Context: an optimization exercise on an open-source flow, tuned for small area, a short achievable clock period and few clock cycles. The choices shown serve that exercise and are no tape-out recipe.
Only simulation tests tie the RTL to the original design; equivalence was not proved.
Power and IR drop assume default switching activity.

==> design.v <==
`default_nettype none
package plmv_pkg;
	localparam int MAX_LABELS = 16;
	localparam int LBL_W = (MAX_LABELS > 1) ? $clog2(MAX_LABELS) : 1;
	localparam int COUNT_BITS = 24;
	localparam int SMP_W = 16;
	localparam int LAB_W = 6;
	localparam int LCNT_W = 7;
	localparam logic [LCNT_W-1:0] LCNT_RESET = 7'd16;
	localparam int SUM_W = 40;
	localparam int SQ_W = 56;
	localparam int DIV_NUM_W = 56;
	localparam int DIV_CNT_W = $clog2(DIV_NUM_W);
	localparam int MEAN_W = 24;
	localparam int VAR_W = 30;
	localparam int CNT_OUT_W = 24;
	localparam int QMAG_W = 17;
	localparam int Q_W = 18;
	localparam int QQ_W = 32;
	localparam logic [COUNT_BITS-1:0] TALLY_MAX = '1;
	typedef struct packed {
		logic load_in;
		logic acc;
		logic load_entry;
		logic div_start;
		logic div_var;
		logic post_mdiv;
		logic make_qr;
		logic mul1;
		logic mul2;
		logic sub;
		logic post_vdiv;
		logic mul3;
		logic fin;
		logic out_load;
		logic idx_clr;
		logic idx_inc;
		logic clear_store;
	} plmv_cmd_t;
	typedef struct packed {
		logic frame_end;
		logic n_zero;
		logic n_lt2;
		logic idx_last;
		logic div_done;
		logic div_busy;
		logic out_free;
	} plmv_sts_t;
endpackage
`default_nettype wire
`default_nettype none
import plmv_pkg::*;
module plmv_div (
	input  wire logic                              clk,
	input  wire logic                              arst_n,
	input  wire logic                              start,
	input  wire logic [plmv_pkg::DIV_NUM_W-1:0]    num,
	input  wire logic [plmv_pkg::COUNT_BITS-1:0]   den,
	output logic                                   busy,
	output logic                                   done,
	output logic [plmv_pkg::DIV_NUM_W-1:0]         quo,
	output logic [plmv_pkg::COUNT_BITS-1:0]        rem
);
	logic                   busy_q;
	logic                   done_q;
	logic [DIV_CNT_W-1:0]   cnt_q;
	logic [DIV_NUM_W-1:0]   quo_q;
	logic [COUNT_BITS-1:0]  rem_q;
	logic [COUNT_BITS:0]    trial;
	logic                   ge;
	logic [COUNT_BITS:0]    diff;
	assign trial = {rem_q, quo_q[DIV_NUM_W-1]};
	assign ge = trial >= {1'b0, den};
	assign diff = trial - {1'b0, den};
	always_ff @(posedge clk or negedge arst_n) begin
		if (!arst_n) begin
			busy_q <= 1'b0;
			done_q <= 1'b0;
			cnt_q <= '0;
		end else begin
			done_q <= 1'b0;
			if (start) begin
				busy_q <= 1'b1;
				cnt_q <= '0;
			end else if (busy_q) begin
				if (cnt_q == DIV_CNT_W'(DIV_NUM_W - 1)) begin
					busy_q <= 1'b0;
					done_q <= 1'b1;
				end
				cnt_q <= cnt_q + 1'b1;
			end
		end
	end
	always_ff @(posedge clk) begin
		if (start) begin
			quo_q <= num;
			rem_q <= '0;
		end else if (busy_q) begin
			quo_q <= {quo_q[DIV_NUM_W-2:0], ge};
			rem_q <= ge ? diff[COUNT_BITS-1:0] : trial[COUNT_BITS-1:0];
		end
	end
	assign busy = busy_q;
	assign done = done_q;
	assign quo = quo_q;
	assign rem = rem_q;
endmodule
`default_nettype wire
`default_nettype none
import plmv_pkg::*;
module plmv_ctrl (
	input  wire logic                 clk,
	input  wire logic                 arst_n,
	input  wire logic                 in_valid,
	output logic                      in_ready,
	input  wire plmv_pkg::plmv_sts_t  sts,
	output plmv_pkg::plmv_cmd_t       cmd
);
	typedef enum logic [3:0] {
		ST_IDLE, ST_ACC, ST_LOAD, ST_MDIV, ST_MWAIT, ST_QR, ST_MUL1, ST_MUL2,
		ST_SUB, ST_VDIV, ST_VWAIT, ST_MUL3, ST_FIN, ST_OUT
	} state_t;
	state_t state_q;
	state_t state_d;
	always_comb begin
		cmd = '0;
		state_d = state_q;
		in_ready = 1'b0;
		case (state_q)
			ST_IDLE: begin
				in_ready = 1'b1;
				if (in_valid) begin
					cmd.load_in = 1'b1;
					state_d = ST_ACC;
				end
			end
			ST_ACC: begin
				cmd.acc = 1'b1;
				if (sts.frame_end) begin
					cmd.idx_clr = 1'b1;
					state_d = ST_LOAD;
				end else begin
					state_d = ST_IDLE;
				end
			end
			ST_LOAD: begin
				cmd.load_entry = 1'b1;
				state_d = ST_MDIV;
			end
			ST_MDIV: begin
				if (sts.n_zero) begin
					state_d = ST_OUT;
				end else begin
					cmd.div_start = 1'b1;
					state_d = ST_MWAIT;
				end
			end
			ST_MWAIT: begin
				if (sts.div_done) begin
					cmd.post_mdiv = 1'b1;
					state_d = sts.n_lt2 ? ST_OUT : ST_QR;
				end
			end
			ST_QR: begin
				cmd.make_qr = 1'b1;
				state_d = ST_MUL1;
			end
			ST_MUL1: begin
				cmd.mul1 = 1'b1;
				state_d = ST_MUL2;
			end
			ST_MUL2: begin
				cmd.mul2 = 1'b1;
				state_d = ST_SUB;
			end
			ST_SUB: begin
				cmd.sub = 1'b1;
				state_d = ST_VDIV;
			end
			ST_VDIV: begin
				cmd.div_start = 1'b1;
				cmd.div_var = 1'b1;
				state_d = ST_VWAIT;
			end
			ST_VWAIT: begin
				cmd.div_var = 1'b1;
				if (sts.div_done) begin
					cmd.post_vdiv = 1'b1;
					state_d = ST_MUL3;
				end
			end
			ST_MUL3: begin
				cmd.mul3 = 1'b1;
				state_d = ST_FIN;
			end
			ST_FIN: begin
				cmd.fin = 1'b1;
				state_d = ST_OUT;
			end
			ST_OUT: begin
				if (sts.out_free) begin
					cmd.out_load = 1'b1;
					if (sts.idx_last) begin
						cmd.clear_store = 1'b1;
						state_d = ST_IDLE;
					end else begin
						cmd.idx_inc = 1'b1;
						state_d = ST_LOAD;
					end
				end
			end
			default: begin
				state_d = ST_IDLE;
			end
		endcase
	end
	always_ff @(posedge clk or negedge arst_n) begin
		if (!arst_n) begin
			state_q <= ST_IDLE;
		end else begin
			state_q <= state_d;
		end
	end
endmodule
`default_nettype wire
`default_nettype none
import plmv_pkg::*;
module plmv_datapath (
	input  wire logic                       clk,
	input  wire logic                       arst_n,
	input  wire plmv_pkg::plmv_cmd_t        cmd,
	output plmv_pkg::plmv_sts_t             sts,
	input  wire logic signed [15:0]         sample,
	input  wire logic [5:0]                 class_label,
	input  wire logic                       counted,
	input  wire logic                       frame_end,
	input  wire logic                       cfg_valid,
	input  wire logic [6:0]                 cfg_data,
	output logic                            res_valid,
	input  wire logic                       res_ready,
	output logic [5:0]                      out_label,
	output logic signed [23:0]              mean_value,
	output logic [29:0]                     variance_value,
	output logic                            variance_infinite,
	output logic [23:0]                     sample_count,
	output logic                            last_label
);
	logic signed [SUM_W-1:0]  sum_mem [MAX_LABELS];
	logic [SQ_W-1:0]          sq_mem [MAX_LABELS];
	logic [COUNT_BITS-1:0]    tally_mem [MAX_LABELS];
	logic [MAX_LABELS-1:0]    vld_q;
	logic [LCNT_W-1:0]        lcnt_q;
	logic [LCNT_W-1:0]        eff;
	logic signed [SMP_W-1:0]  smp_q;
	logic [LAB_W-1:0]         lab_q;
	logic                     cnt_q;
	logic                     fe_q;
	logic [LBL_W-1:0]         idx_q;
	logic [LBL_W-1:0]         rd_addr;
	logic signed [SUM_W-1:0]  sum_rd;
	logic [SQ_W-1:0]          sq_rd;
	logic [COUNT_BITS-1:0]    tally_rd;
	logic                     hit;
	logic signed [31:0]       sqr;
	logic                     neg_q;
	logic [SUM_W-1:0]         mag_q;
	logic [SQ_W-1:0]          sq_w_q;
	logic [COUNT_BITS-1:0]    n_q;
	logic [MEAN_W-1:0]        mean_q;
	logic [VAR_W-1:0]         var_q;
	logic [QMAG_W-1:0]        qmag_q;
	logic [COUNT_BITS-1:0]    rraw_q;
	logic signed [Q_W-1:0]    q_q;
	logic [COUNT_BITS-1:0]    r_q;
	logic [QQ_W-1:0]          qq_q;
	logic signed [Q_W+COUNT_BITS:0] qr_q;
	logic [COUNT_BITS+QQ_W-1:0] nqq_q;
	logic [DIV_NUM_W-1:0]     t_q;
	logic [DIV_NUM_W-1:0]     a_q;
	logic [COUNT_BITS-1:0]    b_q;
	logic [2*COUNT_BITS-1:0]  bn_q;
	logic [2*COUNT_BITS-1:0]  rr_q;
	logic [DIV_NUM_W-1:0]     div_num;
	logic [DIV_NUM_W-1:0]     div_quo;
	logic [COUNT_BITS-1:0]    div_rem;
	logic                     div_busy;
	logic                     div_done;
	logic [COUNT_BITS+7:0]    kn;
	logic [COUNT_BITS+8:0]    rsum;
	logic [MEAN_W-1:0]        q256;
	logic [Q_W-1:0]           qpos;
	logic signed [2*Q_W-1:0]  qq_full;
	logic signed [Q_W+COUNT_BITS:0] qr_full;
	logic [COUNT_BITS+QQ_W-1:0] nqq_full;
	logic signed [SQ_W+1:0]   t_full;
	logic                     idx_last;
	assign eff = (lcnt_q == '0) ? LCNT_W'(1) :
		(lcnt_q > LCNT_W'(MAX_LABELS)) ? LCNT_W'(MAX_LABELS) : lcnt_q;
	assign rd_addr = cmd.acc ? lab_q[LBL_W-1:0] : idx_q;
	assign sum_rd = vld_q[rd_addr] ? sum_mem[rd_addr] : '0;
	assign sq_rd = vld_q[rd_addr] ? sq_mem[rd_addr] : '0;
	assign tally_rd = vld_q[rd_addr] ? tally_mem[rd_addr] : '0;
	assign hit = cnt_q && (LCNT_W'(lab_q) < eff) && (tally_rd != TALLY_MAX);
	assign sqr = smp_q * smp_q;
	assign idx_last = (LCNT_W'(idx_q) + LCNT_W'(1)) == eff;
	always_ff @(posedge clk or negedge arst_n) begin
		if (!arst_n) begin
			lcnt_q <= LCNT_RESET;
		end else if (cfg_valid) begin
			lcnt_q <= cfg_data;
		end
	end
	always_ff @(posedge clk) begin
		if (cmd.load_in) begin
			smp_q <= sample;
			lab_q <= class_label;
			cnt_q <= counted;
			fe_q <= frame_end;
		end
	end
	always_ff @(posedge clk or negedge arst_n) begin
		if (!arst_n) begin
			vld_q <= '0;
			idx_q <= '0;
		end else begin
			if (cmd.clear_store)
				vld_q <= '0;
			else if (cmd.acc && hit)
				vld_q[rd_addr] <= 1'b1;
			if (cmd.idx_clr)
				idx_q <= '0;
			else if (cmd.idx_inc)
				idx_q <= idx_q + 1'b1;
		end
	end
	always_ff @(posedge clk) begin
		if (cmd.acc && hit) begin
			sum_mem[rd_addr] <= sum_rd + SUM_W'(smp_q);
			sq_mem[rd_addr] <= sq_rd + SQ_W'($unsigned(sqr));
			tally_mem[rd_addr] <= tally_rd + 1'b1;
		end
	end
	plmv_div u_div (
		.clk    (clk),
		.arst_n (arst_n),
		.start  (cmd.div_start),
		.num    (div_num),
		.den    (n_q),
		.busy   (div_busy),
		.done   (div_done),
		.quo    (div_quo),
		.rem    (div_rem)
	);
	assign div_num = cmd.div_var ? t_q : DIV_NUM_W'({mag_q, 8'b0});
	assign kn = div_quo[7:0] * n_q;
	assign rsum = (COUNT_BITS+9)'(kn) + (COUNT_BITS+9)'(div_rem);
	assign q256 = div_quo[MEAN_W-1:0];
	assign qpos = Q_W'(qmag_q);
	assign qq_full = q_q * q_q;
	assign qr_full = q_q * $signed({1'b0, r_q});
	assign nqq_full = n_q * qq_q;
	assign t_full = $signed((SQ_W+2)'(sq_w_q)) - $signed((SQ_W+2)'(nqq_q))
		- ((SQ_W+2)'(qr_q) <<< 1);
	always_ff @(posedge clk) begin
		if (cmd.load_entry) begin
			neg_q <= sum_rd[SUM_W-1];
			mag_q <= sum_rd[SUM_W-1] ? $unsigned(-sum_rd) : $unsigned(sum_rd);
			sq_w_q <= sq_rd;
			n_q <= tally_rd;
			mean_q <= '0;
			var_q <= '0;
		end
		if (cmd.post_mdiv) begin
			mean_q <= neg_q ? -q256 : q256;
			qmag_q <= div_quo[QMAG_W+7:8];
			rraw_q <= rsum[COUNT_BITS+7:8];
		end
		if (cmd.make_qr) begin
			if (neg_q && rraw_q != '0) begin
				q_q <= $signed(~qpos);
				r_q <= n_q - rraw_q;
			end else if (neg_q) begin
				q_q <= $signed(-qpos);
				r_q <= '0;
			end else begin
				q_q <= $signed(qpos);
				r_q <= rraw_q;
			end
		end
		if (cmd.mul1) begin
			qq_q <= qq_full[QQ_W-1:0];
			qr_q <= qr_full;
		end
		if (cmd.mul2)
			nqq_q <= nqq_full;
		if (cmd.sub)
			t_q <= t_full[DIV_NUM_W-1:0];
		if (cmd.post_vdiv) begin
			a_q <= div_quo;
			b_q <= div_rem;
		end
		if (cmd.mul3) begin
			bn_q <= b_q * n_q;
			rr_q <= r_q * r_q;
		end
		if (cmd.fin)
			var_q <= (bn_q < rr_q && a_q != '0) ? VAR_W'(a_q - 1'b1) : VAR_W'(a_q);
	end
	always_ff @(posedge clk or negedge arst_n) begin
		if (!arst_n) begin
			res_valid <= 1'b0;
		end else if (cmd.out_load) begin
			res_valid <= 1'b1;
		end else if (res_ready) begin
			res_valid <= 1'b0;
		end
	end
	always_ff @(posedge clk) begin
		if (cmd.out_load) begin
			out_label <= 6'(idx_q);
			mean_value <= $signed(mean_q);
			variance_value <= var_q;
			variance_infinite <= n_q < COUNT_BITS'(2);
			sample_count <= CNT_OUT_W'(n_q);
			last_label <= idx_last;
		end
	end
	assign sts.frame_end = fe_q;
	assign sts.n_zero = n_q == '0;
	assign sts.n_lt2 = n_q < COUNT_BITS'(2);
	assign sts.idx_last = idx_last;
	assign sts.div_done = div_done;
	assign sts.div_busy = div_busy;
	assign sts.out_free = !res_valid || res_ready;
endmodule
`default_nettype wire
`default_nettype none
import plmv_pkg::*;
module per_label_mean_variance (
	input  wire logic               clk,
	input  wire logic               arst_n,
	input  wire logic               s_valid,
	output logic                    s_ready,
	input  wire logic signed [15:0] s_sample,
	input  wire logic [5:0]         s_label,
	input  wire logic               s_counted,
	input  wire logic               s_frame_end,
	output logic                    r_valid,
	input  wire logic               r_ready,
	output logic [5:0]              r_label,
	output logic signed [23:0]      r_mean,
	output logic [29:0]             r_variance,
	output logic                    r_variance_infinite,
	output logic [23:0]             r_count,
	output logic                    r_last,
	input  wire logic               cfg_valid,
	output logic                    cfg_ready,
	input  wire logic [6:0]         cfg_label_count
);
	plmv_pkg::plmv_cmd_t cmd;
	plmv_pkg::plmv_sts_t sts;
	logic      in_ready;
	assign cfg_ready = 1'b1;
	assign s_ready = in_ready;
	plmv_ctrl u_ctrl (
		.clk      (clk),
		.arst_n   (arst_n),
		.in_valid (s_valid),
		.in_ready (in_ready),
		.sts      (sts),
		.cmd      (cmd)
	);
	plmv_datapath u_dp (
		.clk               (clk),
		.arst_n            (arst_n),
		.cmd               (cmd),
		.sts               (sts),
		.sample            (s_sample),
		.class_label       (s_label),
		.counted           (s_counted),
		.frame_end         (s_frame_end),
		.cfg_valid         (cfg_valid),
		.cfg_data          (cfg_label_count),
		.res_valid         (r_valid),
		.res_ready         (r_ready),
		.out_label         (r_label),
		.mean_value        (r_mean),
		.variance_value    (r_variance),
		.variance_infinite (r_variance_infinite),
		.sample_count      (r_count),
		.last_label        (r_last)
	);
endmodule
`default_nettype wire
==> run.sh <==
#!/bin/bash
# synth_recipe.tcl (not shown) runs the flow's synth.tcl, then flattens the netlist and writes it again
# the make line also repeats each setting of config.mk as NAME=value (left out here)
make -C /OpenROAD-flow-scripts/flow DESIGN_CONFIG=/design/flow/config.mk WORK_HOME=/design/flow/orfs CLKGATE_MAP_FILE= SYNTH_SCRIPT=/design/flow/synth_recipe.tcl finish
==> config.mk <==
export PLATFORM = sky130hd
export DESIGN_NAME = per_label_mean_variance
export DESIGN_NICKNAME = per_label_mean_variance
export VERILOG_FILES = /design/flow/design.v
export SDC_FILE = /design/flow/constraint.sdc
export NUM_CORES = 4
export LEC_CHECK = 0
export CAP_MARGIN = 20
export CORE_MARGIN = 2
export CORE_UTILIZATION = 40
export PLACE_DENSITY = 0.6
export SLEW_MARGIN = 20
==> constraint.sdc <==
create_clock -name core_clock -period 13.0 [get_ports {clk}]
set_input_delay 2.6000 -clock core_clock [delete_from_list [all_inputs] [get_ports {clk}]]
set_output_delay 2.6000 -clock core_clock [all_outputs]
set_load 0.01 [all_outputs]
==> impl_metrics.tcl <==
set metrics [dict create \
    status "timing/DRC/antenna clean" \
    rsz0062_at_grt "false" \
    synth_edf_count 2703 \
    yosys.area.top_type_share 0.379 \
    grt_overflow 0 \
    critPathMaxFanout 16 \
    synth-simple-area-share 0.133 \
    synth_top_family_by_area "adder cells" \
    drc 0 \
    syn2layout_area_growth_pct 9.05 \
    cts_sinks 2767 \
    min_period_ns 11.10 \
    slew_headroom 0.187 \
    dr_total_vias 142780 \
    end_kind "flip-flop" \
    synth_area_leaders "edfxtp_1, fa_1, ha_1, nand2_1, inv_1" \
    synth_compound_area_frac 0.0524 \
    finalSetupViolations 0 \
    core-area_mm2 0.533 \
    arrival_ns 11.73 \
    htreeDepth 5 \
    ir_drop_mv 0.207 \
    total_leakage_power_nw 98.1 \
    die_h_um 736 \
    crit_top_cell "fa_1" \
    synthAdderAreaFrac 0.311 \
    routed_wl_um 616000 \
    ys_warn_count 3 \
    tns_ns 0 \
    syn_inst 19531 \
    max_clock_freq_mhz 90.1 \
    drive_gt1_frac 0.0502 \
    fin_nets 23128 \
    powerDensity_mw_per_mm2 78.3 \
    synth_top_cell_by_area "edfxtp_1" \
    wl_per_cell_um 23.1 \
    muxShareOfSynthArea 0.0209 \
    synth.distinct_cells 100 \
    cts_setup_buffers 0 \
    crit_cells 35 \
    ctsHoldBuffers 0 \
    root_buffer "clkbuf_16" \
    avgSynthCellArea_um2 11.0 \
    ant_nets 0 \
    r2r-start "u_dp.smp_q[1]" \
    grtUsageTotal 0.227 \
    crit_type "flip-flop to flip-flop" \
    grt_max_degree 175 \
    finalClockSkew_ns 0.124 \
    grt_pass1_vias 146749 \
    drtIter0Drc 12780 \
    cts_made_buffers 299 \
    async_reset_ff_frac 0.0145 \
    finalHoldViolations 0 \
    holdWs_ns 0.410 \
    worst-path-buf-inv 5 \
    gp_congestion 0.878 \
    critPathMaxStageDelay_ns 0.85 \
    synth-xor-area-share 0.0232 \
    crit_start "u_dp.smp_q[1]" \
    grt_pass1_wl_um 935000 \
    max_cap_violations 0 \
    top_level_ports 125 \
    worst_pin_slew_ns 1.21 \
    antenna_found_initial 35 \
    reg2regPathDepth 35 \
    critPathLaunchType "flip-flop" \
    slew_violations 0 \
    numPortBuffers 121 \
    worstHoldStart "u_dp.mean_q[1]" \
    synth.yosys.seq_area_share 0.386 \
    num_rows 268 \
    fin_crit_sh 0.853 \
    via_per_inst 5.37 \
    whs_path_depth 0 \
    die_area_mm2 0.542 \
    final_common_cell "nand2_1" \
    cts_tree "yes" \
    r2r_slack_ns 1.90 \
    die_w_um 736 \
    dominantRegCellSynth "edfxtp_1" \
    hpwl_um 419000 \
    most-common-layout-cells "nand2_1, inv_1, edfxtp_1, fa_1, ha_1" \
    clock_latency_ns 0.99 \
    critical-path-top-delay-family "adder cells" \
    cp.required_ns 13.64 \
    syn_area_mm2 0.214 \
    critPathSlowestCell "edfxtp_1" \
    drt_first_pass_iters 6 \
    p_total_w 0.0183 \
    clk_pin_slew_ns 0.07 \
    ys_seq_elements 2767 \
    hold_path.class "flip-flop to flip-flop" \
    start_util 0.402 \
    clockBufferDepth 4 \
    cts-resized-gates 0 \
]
## path summary, 6_finish.rpt
kind / endpoint
worst max-delay path: u_dp.sq_mem[1][40]
worst min-delay path: u_dp.mean_value[1]
worst max register to register: u_dp.sq_mem[1][40]
worst min register to register: u_dp.mean_value[1]
max in group asynchronous: u_dp.u_div.cnt_q[1]
min in group asynchronous: u_dp.vld_q[5]
## flip-flops by register name (all words and copies together) (netlist names), 30 cells and up
| name | count |
|---|---|
| u_dp.tally_mem | 384 |
| u_dp.var_q | 30 |
| u_dp.a_q | 56 |
| u_dp.t_q | 56 |
| u_dp.qq_q | 31 |
| u_dp.mag_q | 40 |
| u_dp.sq_w_q | 56 |
| u_dp.bn_q | 48 |
| u_dp.nqq_q | 56 |
| u_dp.variance_value | 30 |
| u_dp.rr_q | 47 |
| u_dp.qr_q | 43 |
| u_dp.sum_mem | 640 |
| u_dp.sq_mem | 896 |
| u_dp.u_div.quo_q | 56 |
## metrics by stage
stage / cell area [um2] / worst slack, ns / instances / util
detailed placement: 224000 / 1.96 / 26046 / 0.420
global placement: 224000 / 1.95 / 26045 / 0.419
global route: 234000 / 1.26 / 26587 / 0.438
finish: 234000 / 1.90 / 26593 / 0.438
CTS: 233000 / 1.90 / 26585 / 0.438
floorplan: 214000 / 1.62 / 19540 / -
## where the power goes
group          switching (W)  internal, W
combinational      0.0000203    0.0000172
sequential        0.00000149      0.00964
clock                0.00377      0.00486
## cell families (layout without fill, tap and decap cells)
family          Yosys count  after routing
xor+xnor                568            568
mux                     419            419
flops                  2767           2767
other cells               2             18
compound gates         1674           1674
fa+ha+maj              3764           3764
simple gates           6228           6228
buf+inv                4109           4135
## area by class of cell
| type | instances | area (um2) |
|---|---|---|
| clock inverter | 187 | 1910 |
| sequential | 2767 | 82700 |
| tap | 7020 | 8780 |
| clock buffer | 352 | 7830 |
| timing repair buffer | 445 | 4070 |
| fill | 49851 | 299000 |
| multi-input combinational | 12664 | 117000 |
| antenna | 7 | 17.5 |
| inverter | 3151 | 11800 |
## metal layers
metal,up-vias,part of all wire,global-route usage
li1,63010,-,-
met2,4954,0.47,0.374
met3,956,0.071,0.0281
met4,10,0.039,0.0765
met5,-,0.000096,0
met1,73850,0.42,0.312
## cells in the mapped netlist, drive strengths merged (209+ instances only)
cell type,n
mux2i,381
and3,226
nor2,508
xnor2,375
nand2,3412
clkbuf,693
buf,265
nand3,629
ha,1149
a21oi,386
and2,886
inv,3144
o21ai,258
fa,2615
edfxtp,2703
a311oi,209
## worst register-to-register path, delay by kind of cell, from the launching register on
kind / cells / cell delay [ns]
fa+ha+maj: 8 / 3.42
compound gates: 10 / 2.67
simple gates: 10 / 1.85
xor+xnor: 2 / 0.96
flops: 1 / 0.85
buf+inv: 5 / 1.04
Testbench counts, summed over its fixed seeds: cycles 162,704.

re-timing with driven ports:
No port has a modelled driver above. Below, the same layout with a new extraction and two added sets of constraints. Step 1, drivers: a clkbuf_16 drives clk and a buf_2 each remaining input, both assumed. Step 2, shift: input delay + t, output delay - t, t = (earliest + latest rising clock arrival at the registers) / 2. This alone moves slack from input paths to output paths. a / b / c = no drivers / after step 1 / after step 2; a / b = the first two.
t, ns: 1.039
setup slack, ns: 1.905 / 1.905 / 1.905
hold WS [ns]: 0.410 / 0.410 / 0.410
After both steps setup and hold are still met in this run. The setup slack of this run moves by 0.000 ns with the drivers and by 0.000 ns with both steps.
